Background: an optimization exercise with open tools, aiming at small area. Do not read the settings as production practice.
At most, simulation tests tie the RTL to the original design; equivalence was not proved.
The clock port is modelled as an ideal driver; clocking choices that lean on that would not hold on a real chip.
Power is estimated from default activity; no workload was simulated.

==> wip/amber: inputs <==
## spiMemorySlave
module spiMemorySlave
#(
    parameter int waitTime = 3
) (
    input  logic clk,
    input  logic arstN,
    input  logic sclk,
    input  logic csN,
    input  logic mosi,
    output logic miso,
    output logic misoOe
);
    localparam logic [2:0] stIdle      = 3'd0;
    localparam logic [2:0] stGetAddr   = 3'd1;
    localparam logic [2:0] stReadShift = 3'd2;
    localparam logic [2:0] stWrShift   = 3'd3;
    localparam logic [2:0] stWaitCs    = 3'd4;
    logic csClean;
    logic sclkRise;
    logic sclkFall;
    logic mosiClean;
    inputConditioner #(
        .waitTime  (waitTime),
        .resetLevel(1'b1)
    ) csCond (
        .clk        (clk),
        .arstN      (arstN),
        .noisy      (csN),
        .conditioned(csClean),
        .risingEdge (),
        .fallingEdge()
    );
    inputConditioner #(
        .waitTime  (waitTime),
        .resetLevel(1'b0)
    ) sclkCond (
        .clk        (clk),
        .arstN      (arstN),
        .noisy      (sclk),
        .conditioned(),
        .risingEdge (sclkRise),
        .fallingEdge(sclkFall)
    );
    inputConditioner #(
        .waitTime  (waitTime),
        .resetLevel(1'b0)
    ) mosiCond (
  ...
==> module spiMemorySlave, before the edit <==
module spiMemorySlave
#(
    parameter int waitTime = 3
) (
    input  logic clk,
    input  logic arstN,
    input  logic sclk,
    input  logic csN,
    input  logic mosi,
    output logic miso,
    output logic misoOe
);
    localparam logic [2:0] stIdle      = 3'd0;
    localparam logic [2:0] stGetAddr   = 3'd1;
    localparam logic [2:0] stReadShift = 3'd2;
    localparam logic [2:0] stWrShift   = 3'd3;
    localparam logic [2:0] stWaitCs    = 3'd4;
    logic csClean;
    logic sclkRise;
    logic sclkFall;
    logic mosiClean;
    inputConditioner #(
        .waitTime  (waitTime),
        .resetLevel(1'b1)
    ) csCond (
        .clk        (clk),
        .arstN      (arstN),
        .noisy      (csN),
        .conditioned(csClean),
        .risingEdge (),
        .fallingEdge()
    );
    inputConditioner #(
        .waitTime  (waitTime),
        .resetLevel(1'b0)
    ) sclkCond (
        .clk        (clk),
        .arstN      (arstN),
        .noisy      (sclk),
        .conditioned(),
        .risingEdge (sclkRise),
        .fallingEdge(sclkFall)
    );
    inputConditioner #(
        .waitTime  (waitTime),
        .resetLevel(1'b0)
    ) mosiCond (
        .clk        (clk),
        .arstN      (arstN),
        .noisy      (mosi),
        .conditioned(mosiClean),
        .risingEdge (),
        .fallingEdge()
    );
    logic [2:0] state;
    logic [2:0] bitCnt;
    logic       shiftEn;
    logic       lastBit;
    assign shiftEn = sclkRise &&
                     ((state == stGetAddr) || (state == stWrShift) || (state == stReadShift));
    assign lastBit = shiftEn && (bitCnt == 3'd7);
    logic [6:0] addr;
    logic [7:0] dataReg;
    logic [2:0] wAddrHi;
    logic       wPending;
    logic [4:0]    phase;
    logic          clearing;
    logic [1023:0] mem;
    logic [1023:0] memNext;
    logic [3:0]    ins;
    logic [7:0]    insData;
    logic          wIns;
    logic [6:0]    wAddr;
    logic          eq3;
    logic          eq4;
    always_ff @(posedge clk or negedge arstN) begin
        if (!arstN) begin
            state    <= stIdle;
            wPending <= 1'b0;
        end else begin
            if (wIns) begin
                wPending <= 1'b0;
            end
            if (csClean) begin
                state <= stIdle;
            end else begin
                case (state)
                    stIdle: begin
                        state <= stGetAddr;
                    end
                    stGetAddr: begin
                        if (lastBit) begin
                            state <= mosiClean ? stReadShift : stWrShift;
                        end
                    end
                    stReadShift: begin
                        if (lastBit) begin
                            state <= stWaitCs;
                        end
                    end
                    stWrShift: begin
                        if (lastBit) begin
                            state    <= stWaitCs;
                            wPending <= 1'b1;
                        end
                    end
                    stWaitCs: begin
                        state <= stWaitCs;
                    end
                    default: begin
                        state <= stIdle;
                    end
                endcase
            end
        end
    end
    always_ff @(posedge clk) begin
        if (csClean || (state == stIdle)) begin
            bitCnt <= '0;
        end else if (shiftEn) begin
            bitCnt <= bitCnt + 1'b1;
        end
    end
    always_ff @(posedge clk) begin
        for (int i = 0; i < 7; i++) begin
            if (shiftEn && (state == stGetAddr) && (bitCnt == 3'(6 - i))) begin
                addr[i] <= mosiClean;
            end
        end
        if (lastBit && (state == stWrShift)) begin
            wAddrHi <= addr[6:4];
        end
    end
    always_ff @(posedge clk or negedge arstN) begin
        if (!arstN) begin
            phase    <= '0;
            clearing <= 1'b1;
        end else begin
            phase <= phase + 1'b1;
            if (phase == 5'd31) begin
                clearing <= 1'b0;
            end
        end
    end
    assign wAddr   = {wAddrHi, addr[3:0]};
    assign eq3     = (phase[2:0] == addr[2:0]);
    assign eq4     = eq3 && (phase[3] == addr[3]);
    assign wIns    = wPending && eq4 && (phase[4] == wAddrHi[0]);
    assign insData = dataReg;
    for (genvar r = 0; r < 4; r++) begin : gRing
        assign ins[r] = clearing || (wIns && (wAddr[6:5] == 2'(r)));
        assign memNext[(r*32)*8 +: 8] = ins[r] ? insData : mem[(r*32+31)*8 +: 8];
        for (genvar k = 1; k < 32; k++) begin : gSlot
            assign memNext[(r*32+k)*8 +: 8] = mem[(r*32+k-1)*8 +: 8];
        end
    end
    always_ff @(posedge clk) begin
        mem <= memNext;
    end
    logic [15:0] tap7;
    logic [7:0]  tap6;
    logic [7:0]  tap5;
    logic [19:0] tapLow;
    logic [1:0]  sel7;
    logic        sel65;
    logic        rdEn;
    for (genvar r = 0; r < 4; r++) begin : gTap
        for (genvar j = 0; j < 4; j++) begin : gT7
            assign tap7[r*4+j] = mem[(r*32+8*j+7)*8 + 7];
        end
        for (genvar j = 0; j < 2; j++) begin : gT65
            assign tap6[r*2+j] = mem[(r*32+16*j+15)*8 + 6];
            assign tap5[r*2+j] = mem[(r*32+16*j+15)*8 + 5];
        end
        for (genvar b = 0; b < 5; b++) begin : gTL
            assign tapLow[b*4+r] = mem[(r*32+31)*8 + b];
        end
    end
    assign sel7  = phase[4:3] - addr[4:3] - 2'd1;
    assign sel65 = ~(phase[4] ^ addr[4]);
    assign rdEn = ((state == stGetAddr) && (bitCnt == 3'd7)) || (state == stReadShift);
    always_ff @(posedge clk or negedge arstN) begin
        if (!arstN) begin
            dataReg <= '0;
        end else if (shiftEn && (state == stWrShift)) begin
            dataReg <= {dataReg[6:0], mosiClean};
        end else if (rdEn) begin
            if (eq3) begin
                dataReg[7] <= tap7[{addr[6:5], sel7}];
            end
            if (eq4) begin
                dataReg[6] <= tap6[{addr[6:5], sel65}];
                dataReg[5] <= tap5[{addr[6:5], sel65}];
            end
            if (eq4 && (phase[4] == addr[4])) begin
                for (int b = 0; b < 5; b++) begin
                    dataReg[b] <= tapLow[b*4 + addr[6:5]];
                end
            end
        end
    end
    always_ff @(posedge clk or negedge arstN) begin
        if (!arstN) begin
            miso   <= 1'b0;
            misoOe <= 1'b0;
        end else if (csClean) begin
            miso   <= 1'b0;
            misoOe <= 1'b0;
        end else if (sclkFall) begin
            if (state == stReadShift) begin
                miso   <= dataReg[~bitCnt];
                misoOe <= 1'b1;
            end else begin
                miso   <= 1'b0;
                misoOe <= 1'b0;
            end
        end
    end
endmodule
==> module inputConditioner, before the edit <==
module inputConditioner #(
    parameter int waitTime = 3,
    parameter logic resetLevel = 1'b0
) (
    input  logic clk,
    input  logic arstN,
    input  logic noisy,
    output logic conditioned,
    output logic risingEdge,
    output logic fallingEdge
);
    localparam int cntWidth = (waitTime < 1) ? 1 : $clog2(waitTime + 1);
    logic syncMeta;
    logic syncOut;
    logic [cntWidth-1:0] stableCnt;
    always_ff @(posedge clk or negedge arstN) begin
        if (!arstN) begin
            syncMeta <= resetLevel;
            syncOut  <= resetLevel;
        end else begin
            syncMeta <= noisy;
            syncOut  <= syncMeta;
        end
    end
    logic accepted;
    always_ff @(posedge clk or negedge arstN) begin
        if (!arstN) begin
            stableCnt   <= '0;
            conditioned <= resetLevel;
            accepted    <= 1'b0;
        end else begin
            accepted <= 1'b0;
            if (syncOut == conditioned) begin
                stableCnt <= '0;
            end else if (stableCnt == cntWidth'(waitTime)) begin
                stableCnt   <= '0;
                conditioned <= syncOut;
                accepted    <= 1'b1;
            end else begin
                stableCnt <= stableCnt + 1'b1;
            end
        end
    end
    assign risingEdge  = accepted && conditioned;
    assign fallingEdge = accepted && !conditioned;
endmodule
export LEC_CHECK = 0
export CAP_MARGIN = 20
export CORE_MARGIN = 2
export CORE_UTILIZATION = 40
export SLEW_MARGIN = 20
create_clock -name core_clock -period 8.0 [get_ports {clk}]
standard.sh (not shown) runs the stock make flow with config.mk's settings and CLKGATE_MAP_FILE= SYNTH_SCRIPT=/design/flow/synth_recipe.tcl, a recipe that flattens the netlist after the stock synthesis.
==> flow/flow/run.sh <==
#!/bin/bash
# standard layout, with the clock tree built without dummy loads
set -euo pipefail
export CTS_ARGS="-sink_clustering_enable -repair_clock_nets -dont_use_dummy_load -buf_list sky130_fd_sc_hd__clkbuf_16 -sink_clustering_size 36 -sink_clustering_max_diameter 80 -root_buf sky130_fd_sc_hd__clkbuf_8 -tree_buf sky130_fd_sc_hd__clkbuf_8 -sink_clustering_buffer sky130_fd_sc_hd__clkbuf_16"
export BUFFER_PORTS_ARGS="-buffer_cell sky130_fd_sc_hd__buf_1"
bash standard.sh > standard_make.log 2>&1
==> inputs of wip/umber, as changes to wip/amber <==
--- a/flow/design.v
+++ b/flow/design.v
@@ -162,4 +162,6 @@
     end
-    always_ff @(posedge clk) begin
-        if (csClean || (state == stIdle)) begin
+    always_ff @(posedge clk or negedge arstN) begin
+        if (!arstN) begin
+            bitCnt <= '0;
+        end else if (csClean || (state == stIdle)) begin
             bitCnt <= '0;
@@ -194,3 +196,3 @@
     assign wIns    = wPending && eq4 && (phase[4] == wAddrHi[0]);
-    assign insData = dataReg;
+    assign insData = clearing ? 8'h00 : dataReg;
     for (genvar r = 0; r < 4; r++) begin : gRing
@@ -227,6 +229,4 @@
     assign rdEn = ((state == stGetAddr) && (bitCnt == 3'd7)) || (state == stReadShift);
-    always_ff @(posedge clk or negedge arstN) begin
-        if (!arstN) begin
-            dataReg <= '0;
-        end else if (shiftEn && (state == stWrShift)) begin
+    always_ff @(posedge clk) begin
+        if (shiftEn && (state == stWrShift)) begin
             dataReg <= {dataReg[6:0], mosiClean};
==> flow/run.sh (new file) <==
#!/bin/bash
# synth_recipe.tcl (not shown) runs the flow's synth.tcl, then flattens the netlist and writes it again
# the make line also repeats each setting of config.mk as NAME=value (left out here)
make -C /OpenROAD-flow-scripts/flow DESIGN_CONFIG=/design/flow/config.mk WORK_HOME=/design/flow/orfs CLKGATE_MAP_FILE= SYNTH_SCRIPT=/design/flow/synth_recipe.tcl finish
--- a/flow/config.mk
+++ b/flow/config.mk
@@ -9,3 +9,6 @@
 export CORE_MARGIN = 2
-export CORE_UTILIZATION = 40
+export CORE_UTILIZATION = 60
+export CTS_BUF_LIST = sky130_fd_sc_hd__clkbuf_16
+export CTS_CLUSTER_DIAMETER = 40
+export CTS_CLUSTER_SIZE = 30
 export SLEW_MARGIN = 20
removed: flow/flow/run.sh
removed: flow/standard.sh
==> inputs of wip/cedar, as changes to wip/amber <==
--- a/flow/design.v
+++ b/flow/design.v
@@ -27,16 +27,16 @@
         if (!arstN) begin
-            stableCnt   <= '0;
             conditioned <= resetLevel;
-            accepted    <= 1'b0;
-        end else begin
-            accepted <= 1'b0;
-            if (syncOut == conditioned) begin
-                stableCnt <= '0;
-            end else if (stableCnt == cntWidth'(waitTime)) begin
-                stableCnt   <= '0;
-                conditioned <= syncOut;
-                accepted    <= 1'b1;
-            end else begin
-                stableCnt <= stableCnt + 1'b1;
-            end
+        end else if ((syncOut != conditioned) && (stableCnt == cntWidth'(waitTime))) begin
+            conditioned <= syncOut;
+        end
+    end
+    always_ff @(posedge clk) begin
+        accepted <= 1'b0;
+        if (syncOut == conditioned) begin
+            stableCnt <= '0;
+        end else if (stableCnt == cntWidth'(waitTime)) begin
+            stableCnt <= '0;
+            accepted  <= 1'b1;
+        end else begin
+            stableCnt <= stableCnt + 1'b1;
         end
==> flow/flow/run.sh (replaced) <==
#!/bin/bash
# standard layout; the clock tree is built without dummy loads, with
# clkbuf_16 leaves and clkbuf_8 above them, then each leaf buffer is shrunk
# to the smallest clkbuf that keeps its clock-pin slew in margin; the ports
# get buf_1 buffers
set -euo pipefail
here=$(pwd)
export CTS_ARGS="-sink_clustering_enable -repair_clock_nets -dont_use_dummy_load -buf_list sky130_fd_sc_hd__clkbuf_16 -sink_clustering_size 36 -sink_clustering_max_diameter 80 -root_buf sky130_fd_sc_hd__clkbuf_8 -tree_buf sky130_fd_sc_hd__clkbuf_8 -sink_clustering_buffer sky130_fd_sc_hd__clkbuf_16"
export BUFFER_PORTS_ARGS="-buffer_cell sky130_fd_sc_hd__buf_1"
export POST_CTS_TCL="$here/flow/leaf_resize.tcl"
bash standard.sh > standard_make.log 2>&1
==> flow/flow/leaf_resize.tcl (new file) <==
# After clock tree synthesis: give each leaf clock buffer the smallest clkbuf
# that keeps the estimated slew at its flip-flop clock pins under a margin.
set leaf_slew_limit 0.110
set leaf_cells {sky130_fd_sc_hd__clkbuf_4 sky130_fd_sc_hd__clkbuf_8}
set block [ord::get_db_block]
estimate_parasitics -placement

proc leaf_worst_slew { inst } {
  set net [[$inst findITerm X] getNet]
  set worst 0
  foreach it [$net getITerms] {
    if { [$it isOutputSignal] } { continue }
    set p [get_pins "[[$it getInst] getName]/[[$it getMTerm] getName]"]
    set s [get_property $p slew_max]
    if { $s > $worst } { set worst $s }
  }
  return $worst
}

foreach inst [$block getInsts] {
  set orig [[$inst getMaster] getName]
  if { ![string match "clkbuf_leaf_*" [$inst getName]] } { continue }
  set done 0
  foreach cell $leaf_cells {
    replace_cell $inst $cell
    estimate_parasitics -placement
    set s [leaf_worst_slew $inst]
    if { $s <= $leaf_slew_limit } {
      puts "leaf_resize: [$inst getName] $orig -> $cell slew [format %.4f $s]"
      set done 1
      break
    }
  }
  if { !$done } {
    replace_cell $inst $orig
    estimate_parasitics -placement
    puts "leaf_resize: [$inst getName] keeps $orig slew [format %.4f [leaf_worst_slew $inst]]"
  }
}
==> summary of the runs <==
wip/umber finished clean. wip/amber passed the timing, design-rule and antenna checks. wip/cedar did not get past clock tree synthesis on STA-0124.
In wip/amber the worst hold slack is worse than in wip/umber, by 0.031 ns.
Against wip/umber, the register-to-register slack of wip/amber is better by 0.02 ns.
Of wip/amber and wip/umber, wip/amber has the higher fmax (gap 9.3%, measured against wip/umber).
Against wip/umber, the power of wip/amber is lower by about 22%.
Of wip/umber and wip/amber, wip/umber has the higher clock-buffer cell count (gap 50).
The RTL of wip/umber was laid out without a check of its function.

[re-timing with driven ports]
Ports are ideal in the flow. The routed layouts listed here were re-timed in OpenROAD. Step 1, drivers: a clkbuf_16 drives clk and a buf_2 each remaining input, both assumed. Step 2 times the ports against the registers' clock, not the clock port: input delays grow and output delays shrink by t, the midpoint of the rising clock arrivals with the driver on. Three values: ideal, step 1, step 2; two values: the first two.
run	t (ns)	slack for setup (ns)	hold slack, ns	slew at the worst register clock pin (ns)
wip/amber	0.705	5.183 / 5.131 / 5.589	0.273 / 0.273 / 0.273	0.12 / 0.12
wip/umber	0.645	4.921 / 4.867 / 5.512	0.304 / 0.304 / 0.304	0.08 / 0.08
After both steps every run listed still meets setup and hold.
